Background: an optimization exercise with open tools, aiming at small area, a short achievable clock period and few clock cycles per item. Do not read the settings as production practice.
RTL that was checked went through simulation tests only; none was proved equivalent to the original.

==> flow/design.v <==
`timescale 1ns/1ps
`default_nettype none
package xoodoo_pkg;
        localparam int STATE_W = 384;
        localparam int LANE_W = 32;
        localparam int NUM_ROUNDS = 12;
        localparam logic [NUM_ROUNDS*12-1:0] ROUND_CONSTANTS = {
                12'h012, 12'h1A0, 12'h0F0, 12'h380,
                12'h02C, 12'h060, 12'h014, 12'h120,
                12'h0D0, 12'h3C0, 12'h038, 12'h058
        };
endpackage
`default_nettype wire
`timescale 1ns/1ps
`default_nettype none
package cyclist_pkg;
        localparam int BLOCK_BYTES = 16;
        localparam logic [1:0] OP_INIT    = 2'd0;
        localparam logic [1:0] OP_ABSORB  = 2'd1;
        localparam logic [1:0] OP_SQUEEZE = 2'd2;
        localparam logic [7:0] CD_FIRST_ABSORB = 8'h01;
        localparam logic [7:0] PAD_BYTE = 8'h01;
endpackage
`default_nettype wire
`timescale 1ns/1ps
`default_nettype none
module xoodoo_round (
        input  logic [11:0]  rc,
        input  logic [383:0] state_in,
        output logic [383:0] state_out
);
        function automatic logic [31:0] rotl(input logic [31:0] a, input integer n);
                rotl = (a << n) | (a >> (32 - n));
        endfunction
        logic [3:0][31:0] e;
        logic [11:0][31:0] theta;
        logic [11:0][31:0] rho_w;
        logic [11:0][31:0] chi;
        logic [11:0][31:0] rho_e;
        xoodoo_theta_effect u_effect (
                .state_in (state_in),
                .effect   (e)
        );
        always_comb begin
                for (int i = 0; i < 12; i++) begin
                        theta[i] = state_in[32*i +: 32] ^ e[i % 4];
                end
                for (int x = 0; x < 4; x++) begin
                        rho_w[x]     = theta[x];
                        rho_w[4 + x] = theta[4 + (x + 3) % 4];
                        rho_w[8 + x] = rotl(theta[8 + x], 11);
                end
                rho_w[0] = theta[0] ^ {20'h0, rc};
                for (int x = 0; x < 4; x++) begin
                        chi[x]     = rho_w[x]     ^ (~rho_w[4 + x] & rho_w[8 + x]);
                        chi[4 + x] = rho_w[4 + x] ^ (~rho_w[8 + x] & rho_w[x]);
                        chi[8 + x] = rho_w[8 + x] ^ (~rho_w[x]     & rho_w[4 + x]);
                end
                for (int x = 0; x < 4; x++) begin
                        rho_e[x]     = chi[x];
                        rho_e[4 + x] = rotl(chi[4 + x], 1);
                        rho_e[8 + x] = rotl(chi[8 + (x + 2) % 4], 8);
                end
                for (int i = 0; i < 12; i++) begin
                        state_out[32*i +: 32] = rho_e[i];
                end
        end
endmodule
module xoodoo_theta_effect (
        input  logic [383:0]      state_in,
        output logic [3:0][31:0]  effect
);
        function automatic logic [31:0] rotl(input logic [31:0] a, input integer n);
                rotl = (a << n) | (a >> (32 - n));
        endfunction
        logic [3:0][31:0] p;
        always_comb begin
                for (int x = 0; x < 4; x++) begin
                        p[x] = state_in[32*x +: 32] ^ state_in[32*(x+4) +: 32] ^ state_in[32*(x+8) +: 32];
                end
                for (int x = 0; x < 4; x++) begin
                        effect[x] = rotl(p[(x + 3) % 4], 5) ^ rotl(p[(x + 3) % 4], 14);
                end
        end
endmodule
`default_nettype wire
`timescale 1ns/1ps
`default_nettype none
module xoodoo_permute #(
        parameter int ROUNDS_PER_CYCLE = 2,
        parameter int GRP_W            = 3
) (
        input  logic [GRP_W-1:0] grp,
        input  logic [383:0]     state_in,
        output logic [383:0]     state_out
);
        logic [ROUNDS_PER_CYCLE:0][383:0]  stage;
        logic [ROUNDS_PER_CYCLE-1:0][11:0] rc;
        assign stage[0] = state_in;
        for (genvar k = 0; k < ROUNDS_PER_CYCLE; k++) begin : g_round
                assign rc[k] = xoodoo_pkg::ROUND_CONSTANTS[12*(int'(grp) * ROUNDS_PER_CYCLE + k) +: 12];
                xoodoo_round u_round (
                        .rc        (rc[k]),
                        .state_in  (stage[k]),
                        .state_out (stage[k+1])
                );
        end
        assign state_out = stage[ROUNDS_PER_CYCLE];
endmodule
`default_nettype wire
`timescale 1ns/1ps
`default_nettype none
module cyclist_state (
        input  logic         eph1,
        input  logic         rst,
        input  logic         zero,
        input  logic         use_perm,
        input  logic         absorb,
        input  logic [127:0] block,
        input  logic         first,
        input  logic         capture_digest,
        input  logic [383:0] perm_out,
        output logic [383:0] state,
        output logic [127:0] digest
);
        logic [383:0] base;
        logic [383:0] inj;
        logic [383:0] state_r;
        assign base = zero ? '0 : (use_perm ? perm_out : state_r);
        always_comb begin
                inj = '0;
                if (absorb) begin
                        inj[127:0]   = block;
                        inj[135:128] = cyclist_pkg::PAD_BYTE;
                        inj[383:376] = first ? cyclist_pkg::CD_FIRST_ABSORB : 8'h00;
                end
        end
        always_ff @(posedge eph1) begin
                state_r <= base ^ inj;
        end
        always_ff @(posedge eph1) begin
                if (rst) begin
                        digest <= '0;
                end else if (capture_digest) begin
                        digest <= base[127:0];
                end
        end
        assign state = state_r;
endmodule
`default_nettype wire
`timescale 1ns/1ps
`default_nettype none
module cyclist_ctrl #(
        parameter int NUM_GROUPS = 12,
        parameter int GRP_W      = 4
) (
        input  logic             eph1,
        input  logic             rst,
        input  logic             start,
        input  logic [1:0]       op,
        output logic             zero,
        output logic             use_perm,
        output logic             absorb,
        output logic             first,
        output logic             capture_digest,
        output logic [GRP_W-1:0] grp,
        output logic             pad_in,
        output logic             busy,
        output logic             done
);
        localparam logic [GRP_W-1:0] LAST = GRP_W'(NUM_GROUPS - 1);
        logic             run;
        logic [GRP_W-1:0] cnt;
        logic             sqp;
        logic             phase_up;
        logic accept;
        logic last;
        logic acc_init;
        logic acc_absorb;
        logic acc_squeeze;
        assign accept      = start && !busy && !rst;
        assign last        = run && (cnt == LAST);
        assign acc_init    = accept && (op == cyclist_pkg::OP_INIT);
        assign acc_absorb  = accept && (op == cyclist_pkg::OP_ABSORB);
        assign acc_squeeze = accept && (op == cyclist_pkg::OP_SQUEEZE);
        assign grp    = cnt;
        assign pad_in = run && sqp && (cnt == '0);
        assign use_perm       = run;
        assign absorb         = acc_absorb;
        assign capture_digest = (acc_squeeze && !phase_up) || (last && sqp);
        always_ff @(posedge eph1) begin
                if (rst) begin
                        zero <= 1'b1;
                end else begin
                        zero <= acc_init;
                end
        end
        always_ff @(posedge eph1) begin
                if (rst) begin
                        run      <= 1'b0;
                        cnt      <= '0;
                        sqp      <= 1'b0;
                        phase_up <= 1'b1;
                        first    <= 1'b1;
                        busy     <= 1'b0;
                        done     <= 1'b0;
                end else if (run && !last) begin
                        cnt <= cnt + 1'b1;
                        if (!sqp && (cnt + 1'b1 == LAST)) begin
                                busy <= 1'b0;
                                done <= 1'b1;
                        end else begin
                                busy <= 1'b1;
                                done <= 1'b0;
                        end
                end else if (last && sqp) begin
                        run  <= 1'b0;
                        sqp  <= 1'b0;
                        busy <= 1'b0;
                        done <= 1'b1;
                end else begin
                        run  <= 1'b0;
                        busy <= 1'b0;
                        done <= 1'b0;
                        if (accept) begin
                                case (op)
                                        cyclist_pkg::OP_INIT: begin
                                                phase_up <= 1'b1;
                                                first    <= 1'b1;
                                                done     <= 1'b1;
                                        end
                                        cyclist_pkg::OP_ABSORB: begin
                                                phase_up <= 1'b0;
                                                first    <= 1'b0;
                                                run      <= 1'b1;
                                                cnt      <= '0;
                                                sqp      <= 1'b0;
                                                busy     <= (NUM_GROUPS > 1);
                                                done     <= (NUM_GROUPS == 1);
                                        end
                                        cyclist_pkg::OP_SQUEEZE: begin
                                                phase_up <= 1'b1;
                                                if (!phase_up) begin
                                                        done <= 1'b1;
                                                end else begin
                                                        run  <= 1'b1;
                                                        cnt  <= '0;
                                                        sqp  <= 1'b1;
                                                        busy <= 1'b1;
                                                end
                                        end
                                        default: begin
                                                done <= 1'b1;
                                        end
                                endcase
                        end
                end
        end
endmodule
`default_nettype wire
`timescale 1ns/1ps
`default_nettype none
module xoodyak_hash_top #(
        parameter int ROUNDS_PER_CYCLE = 1
) (
        input  logic         eph1,
        input  logic         rst,
        input  logic         start,
        input  logic [129:0] cmd,
        output logic         busy,
        output logic         done,
        output logic [127:0] digest
);
        localparam int NUM_GROUPS = xoodoo_pkg::NUM_ROUNDS / ROUNDS_PER_CYCLE;
        localparam int GRP_W      = (NUM_GROUPS > 1) ? $clog2(NUM_GROUPS) : 1;
        logic             zero;
        logic             use_perm;
        logic             absorb;
        logic             first;
        logic             capture_digest;
        logic [GRP_W-1:0] grp;
        logic             pad_in;
        logic [383:0] state;
        logic [383:0] perm_in;
        logic [383:0] perm_out;
        cyclist_ctrl #(
                .NUM_GROUPS (NUM_GROUPS),
                .GRP_W      (GRP_W)
        ) u_ctrl (
                .eph1           (eph1),
                .rst            (rst),
                .start          (start),
                .op             (cmd[129:128]),
                .zero           (zero),
                .use_perm       (use_perm),
                .absorb         (absorb),
                .first          (first),
                .capture_digest (capture_digest),
                .grp            (grp),
                .pad_in         (pad_in),
                .busy           (busy),
                .done           (done)
        );
        cyclist_state u_state (
                .eph1           (eph1),
                .rst            (rst),
                .zero           (zero),
                .use_perm       (use_perm),
                .absorb         (absorb),
                .block          (cmd[127:0]),
                .first          (first),
                .capture_digest (capture_digest),
                .perm_out       (perm_out),
                .state          (state),
                .digest         (digest)
        );
        assign perm_in = {state[383:1], state[0] ^ pad_in};
        xoodoo_permute #(
                .ROUNDS_PER_CYCLE (ROUNDS_PER_CYCLE),
                .GRP_W            (GRP_W)
        ) u_permute (
                .grp       (grp),
                .state_in  (perm_in),
                .state_out (perm_out)
        );
endmodule
`default_nettype wire
export LEC_CHECK = 0
export CAP_MARGIN = 20
export CORE_MARGIN = 2
export CORE_UTILIZATION = 28
export CTS_CLUSTER_SIZE = 20
export PLACE_DENSITY = 0.5
export SLEW_MARGIN = 20
export SYNTH_HIERARCHICAL = 1
export SYNTH_MINIMUM_KEEP_SIZE = 0
create_clock -name core_clock -period 10.0 [get_ports {eph1}]
standard.sh (not shown) runs the stock make flow with config.mk's settings and CLKGATE_MAP_FILE= SYNTH_SCRIPT=/design/flow/synth_recipe.tcl, a recipe that flattens the netlist after the stock synthesis.
==> flow/flow/run.sh <==
#!/bin/bash
set -o pipefail
bash standard.sh SETUP_SLACK_MARGIN=6.8 "BUFFER_PORTS_ARGS=-buffer_cell sky130_fd_sc_hd__buf_1" finish > flow_make.log 2>&1
Testbench counts at the start, summed over its fixed seeds: cycles 37,489, blocks 2,884.
Next try:
--- a/flow/design.v
+++ b/flow/design.v
@@ -123,10 +123,12 @@
         output logic [383:0] state,
         output logic [127:0] digest
 );
+        logic [383:0] hold;
         logic [383:0] base;
         logic [383:0] inj;
         logic [383:0] state_r;
-        assign base = zero ? '0 : (use_perm ? perm_out : state_r);
+        assign hold = zero ? '0 : state_r;
+        assign base = use_perm ? perm_out : hold;
         always_comb begin
                 inj = '0;
                 if (absorb) begin
The changed run ran to the end with no violations. Non-clock buffer count climbs by 3. Sequential share of layout area climbs by 6.4 points. Design area drops by 0.36%. Die area drops by 0.49%. Register-to-register slack got worse by 0.03 ns. Worst hold slack got worse by 0.030 ns. Global-route usage drops by 0.70 points. Cell count drops by 9.3%. Utilization hardly moves. Via count drops by 7.9%. Synthesized area drops by 0.50%.
No functional check of the RTL was part of the second run of this note.

static timing again, ports no longer ideal:
The results above use ideal ports. As a check the final layouts listed here were re-extracted and re-timed, cells and wires unchanged.
Step 1 assumes that a clkbuf_16 drives the clock port and a buf_2 every other input.
Step 2 moves the port delays by t, midway between the first and last clock arrival at a register: inputs arrive t later, outputs are due t later. That takes back most of the time a late clock gives input paths.
Slacks: no drivers / after step 1 / after step 2; pairs: no drivers / after step 1.
run | t, ns | setup WS [ns] | clock arrival spread, ns | cell pins on the clock port's net
the first run | 0.718 | 6.750 / 6.750 / 6.213 | 0.034 / 0.035 | 1
the second run | 0.706 | 6.720 / 6.720 / 6.197 | 0.034 / 0.035 | 1
After both steps setup and hold are still met in every run listed. The setup slack of the first run, which loses most, moves by 0.000 ns with the drivers and by -0.537 ns with both steps.
